What follows belongs to an exercise in optimizing a design on an open flow for small area and few clock cycles per item; a production flow would make more cautious choices. The RTL was checked by simulation tests, not by an equivalence proof against the original design.

## epoch_seconds_calendar_converter
module epoch_seconds_calendar_converter (
  input  logic        clk,
  input  logic        rst_n,
  input  logic        in_valid,
  output logic        in_ready,
  input  logic        in_op,
  input  logic [31:0] in_epoch_seconds,
  input  logic [7:0]  in_year,
  input  logic [3:0]  in_month,
  input  logic [4:0]  in_day,
  input  logic [4:0]  in_hour,
  input  logic [5:0]  in_minute,
  input  logic [5:0]  in_second,
  output logic        out_valid,
  input  logic        out_ready,
  output logic [31:0] res_seconds,
  output logic [7:0]  res_year,
  output logic [3:0]  res_month,
  output logic [4:0]  res_day,
  output logic [4:0]  res_hour,
  output logic [5:0]  res_minute,
  output logic [5:0]  res_second,
  output logic [1:0]  status
);
For scale: roughly 1700 cells after synthesis, about 120 flip-flops, ~0.017 mm² of cells after synthesis.
==> flow/config.mk <==
export PLATFORM = sky130hd
export DESIGN_NAME = epoch_seconds_calendar_converter
export DESIGN_NICKNAME = epoch_seconds_calendar_converter
export VERILOG_FILES = /design/flow/design.v
export SDC_FILE = /design/flow/constraint.sdc
export NUM_CORES = 4
export LEC_CHECK = 0
export CAP_MARGIN = 20
export CORE_MARGIN = 2
export CORE_UTILIZATION = 40
export SLEW_MARGIN = 20
==> flow/constraint.sdc <==
create_clock -name core_clock -period 8.0 [get_ports {clk}]
set_input_delay 1.6000 -clock core_clock [delete_from_list [all_inputs] [get_ports {clk}]]
set_output_delay 1.6000 -clock core_clock [all_outputs]
set_load 0.01 [all_outputs]
standard.sh (not shown) runs the stock make flow with config.mk's settings and CLKGATE_MAP_FILE= SYNTH_SCRIPT=/design/flow/synth_recipe.tcl, a recipe that flattens the netlist after the stock synthesis.
==> flow/flow/run.sh <==
#!/bin/bash
# The standard layout (bash standard.sh), with the port buffers that global placement
# inserts made from sky130_fd_sc_hd__buf_1 instead of the resizer's default pick.
# Each step's full output goes to its own log file here; ORFS keeps its per-step logs
# under orfs/logs/.
set -euo pipefail
export BUFFER_PORTS_ARGS="-buffer_cell sky130_fd_sc_hd__buf_1"
bash standard.sh synth > synth.log 2>&1
bash standard.sh "BUFFER_PORTS_ARGS=$BUFFER_PORTS_ARGS" finish > layout.log 2>&1
The starting point finished with timing, DRC and antenna clean.
Testbench counts at the start, summed over its fixed seeds: cycles 3,224, items 3,200.
==> next run, changes <==
==> flow/flow/run.sh (replaced) <==
#!/bin/bash
# The standard layout (bash standard.sh) with two changes:
#  - synthesis skips the ABC pass inside Yosys's generic synth script (SYNTH_ARGS=-noabc),
#    so the full adders that extract_fa finds keep the polarity the RTL gives them
#    (the final technology mapping by ABC still runs);
#  - the port buffers that global placement inserts are sky130_fd_sc_hd__buf_1.
# Each step's full output goes to its own log file here; ORFS keeps its per-step logs
# under orfs/logs/.
set -euo pipefail
export BUFFER_PORTS_ARGS="-buffer_cell sky130_fd_sc_hd__buf_1"
bash standard.sh "SYNTH_ARGS=-noabc" synth > synth.log 2>&1
bash standard.sh "SYNTH_ARGS=-noabc" "BUFFER_PORTS_ARGS=$BUFFER_PORTS_ARGS" finish > layout.log 2>&1
Outcome: The new run completed with no timing, DRC or antenna violations. Final cell count went down by 5.7%. Synthesized cell count went down by about 9%. Design area went down by 2.0%. Setup slack is better by 0.11 ns.

========
build 15:
epoch_seconds_calendar_converter, a different RTL version from the one above (not shown whole).
Size: roughly 1300 cells after synthesis, roughly 110 flip-flops, ~140 I/O pins, ~15000 um^2 of cells after synthesis.
export LEC_CHECK = 0
export CAP_MARGIN = 20
export CORE_MARGIN = 2
export CORE_UTILIZATION = 40
export CTS_BUF_LIST = sky130_fd_sc_hd__clkbuf_4 sky130_fd_sc_hd__clkbuf_8
export SLEW_MARGIN = 20
create_clock -name core_clock -period 8.0 [get_ports {clk}]
==> flow/flow/run.sh <==
#!/bin/bash
# The standard layout (bash standard.sh) with these changes:
#  - synthesis skips the ABC pass inside Yosys's generic synth script (SYNTH_ARGS=-noabc),
#    so the full adders that extract_fa finds keep the polarity the RTL gives them
#    (the final technology mapping by ABC still runs);
#  - the port buffers that global placement inserts are sky130_fd_sc_hd__buf_1;
#  - clock tree synthesis uses sky130_fd_sc_hd__clkbuf_4 and _8 and adds no dummy loads.
# Each step's full output goes to its own log file here; ORFS keeps its per-step logs
# under orfs/logs/.
set -euo pipefail
export BUFFER_PORTS_ARGS="-buffer_cell sky130_fd_sc_hd__buf_1"
export CTS_ARGS="-sink_clustering_enable -repair_clock_nets -buf_list {sky130_fd_sc_hd__clkbuf_4 sky130_fd_sc_hd__clkbuf_8} -dont_use_dummy_load"
bash standard.sh "SYNTH_ARGS=-noabc" synth > synth.log 2>&1
bash standard.sh "SYNTH_ARGS=-noabc" "BUFFER_PORTS_ARGS=$BUFFER_PORTS_ARGS" "CTS_ARGS=$CTS_ARGS" \
  finish > layout.log 2>&1
Build 15 did not stop at any stage, and its layout met the timing, DRC and antenna checks.
Testbench counts of build 15, summed over its fixed seeds: cycles 3,224, items 3,200.
[inputs] build 72 vs build 15
- CTS_BUF_LIST: sky130_fd_sc_hd__clkbuf_4 sky130_fd_sc_hd__clkbuf_8 -> sky130_fd_sc_hd__clkbuf_8
-- flow/flow/run.sh --
<<< build 15, line 7
#  - clock tree synthesis uses sky130_fd_sc_hd__clkbuf_4 and _8 and adds no dummy loads.
>>> build 72, line 7
#  - clock tree synthesis uses sky130_fd_sc_hd__clkbuf_8 and adds no dummy loads.
<<< build 15, line 12
export CTS_ARGS="-sink_clustering_enable -repair_clock_nets -buf_list {sky130_fd_sc_hd__clkbuf_4 sky130_fd_sc_hd__clkbuf_8} -dont_use_dummy_load"
>>> build 72, line 12
export CTS_ARGS="-sink_clustering_enable -repair_clock_nets -buf_list sky130_fd_sc_hd__clkbuf_8 -dont_use_dummy_load"
--- outcome ---
Between build 72 and build 15, the slack of the worst reg-to-reg path does not differ in any meaningful way. For post-route antenna net violation count, build 15 and build 72 come out practically identical. Sequential share of layout area came out exactly the same in build 72 and build 15. [compare] base=build 15 new=build 72: adder-cell area share of the yosys netlist level; multi-input combinational cell count level. From build 72 to build 15, post-layout instance count excluding filler cells did not move at all. Reported for build 72 and build 15, cell count of the worst reg-to-reg path turned out identical to the last digit. Transition at the pin with the smallest max-transition slack: build 15 vs build 72 identical. From build 15 to build 72, global-route usage did not move at all.
The following lists how build 6 was set up differently from build 72:
- swapping sky130_fd_sc_hd__clkbuf_8 for sky130_fd_sc_hd__clkbuf_4 in CTS_BUF_LIST
-- flow/flow/run.sh --
<<< build 72, line 7
#  - clock tree synthesis uses sky130_fd_sc_hd__clkbuf_8 and adds no dummy loads.
>>> build 6, line 7
#  - clock tree synthesis uses sky130_fd_sc_hd__clkbuf_4 and adds no dummy loads.
<<< build 72, line 12
export CTS_ARGS="-sink_clustering_enable -repair_clock_nets -buf_list sky130_fd_sc_hd__clkbuf_8 -dont_use_dummy_load"
>>> build 6, line 12
export CTS_ARGS="-sink_clustering_enable -repair_clock_nets -buf_list sky130_fd_sc_hd__clkbuf_4 -dont_use_dummy_load"
==> notes.md <==
Area growth from synthesis to layout: build 6 vs build 72 down 0.70 points. Comparing build 72 with build 6, the endpoint required time on the critical path came out essentially unchanged. On sequential share of layout area, build 6 and build 72 are basically level.

separate check: timing with driven ports:
The results above use ideal ports. As a check the final layouts listed here were re-extracted and re-timed, cells and wires unchanged.
Step 1 assumes that a clkbuf_16 drives the clock port and a buf_2 every other input.
Step 2 adds t to the input delays and takes it off the output delays; t is the mean of the earliest and latest rising clock arrival at the registers after step 1. Input paths then give back, and output paths get back, about the clock's delay inside the block.
a / b / c = ideal ports / drivers / drivers and shift; a / b = the first two.
run	shift t [ns]	slack for setup (ns)	worst setup path after step 2	slew at the worst register clock pin (ns)
the first run of note 1	0.465	0.459 / 0.459 / 0.308	input to register	0.06 / 0.06
the second run of note 1	0.479	0.574 / 0.600 / 0.121	input to register	0.06 / 0.06
build 15	0.470	0.613 / 0.572 / 0.801	register to register	0.08 / 0.08
build 72	0.470	0.613 / 0.572 / 0.801	register to register	0.08 / 0.08
build 6	0.551	0.537 / 0.492 / 0.789	register to register	0.12 / 0.12
After both steps every run listed still meets setup and hold. For the second run of note 1, which loses most, drivers alone change the setup slack by +0.026 ns; drivers and shift together by -0.453 ns.
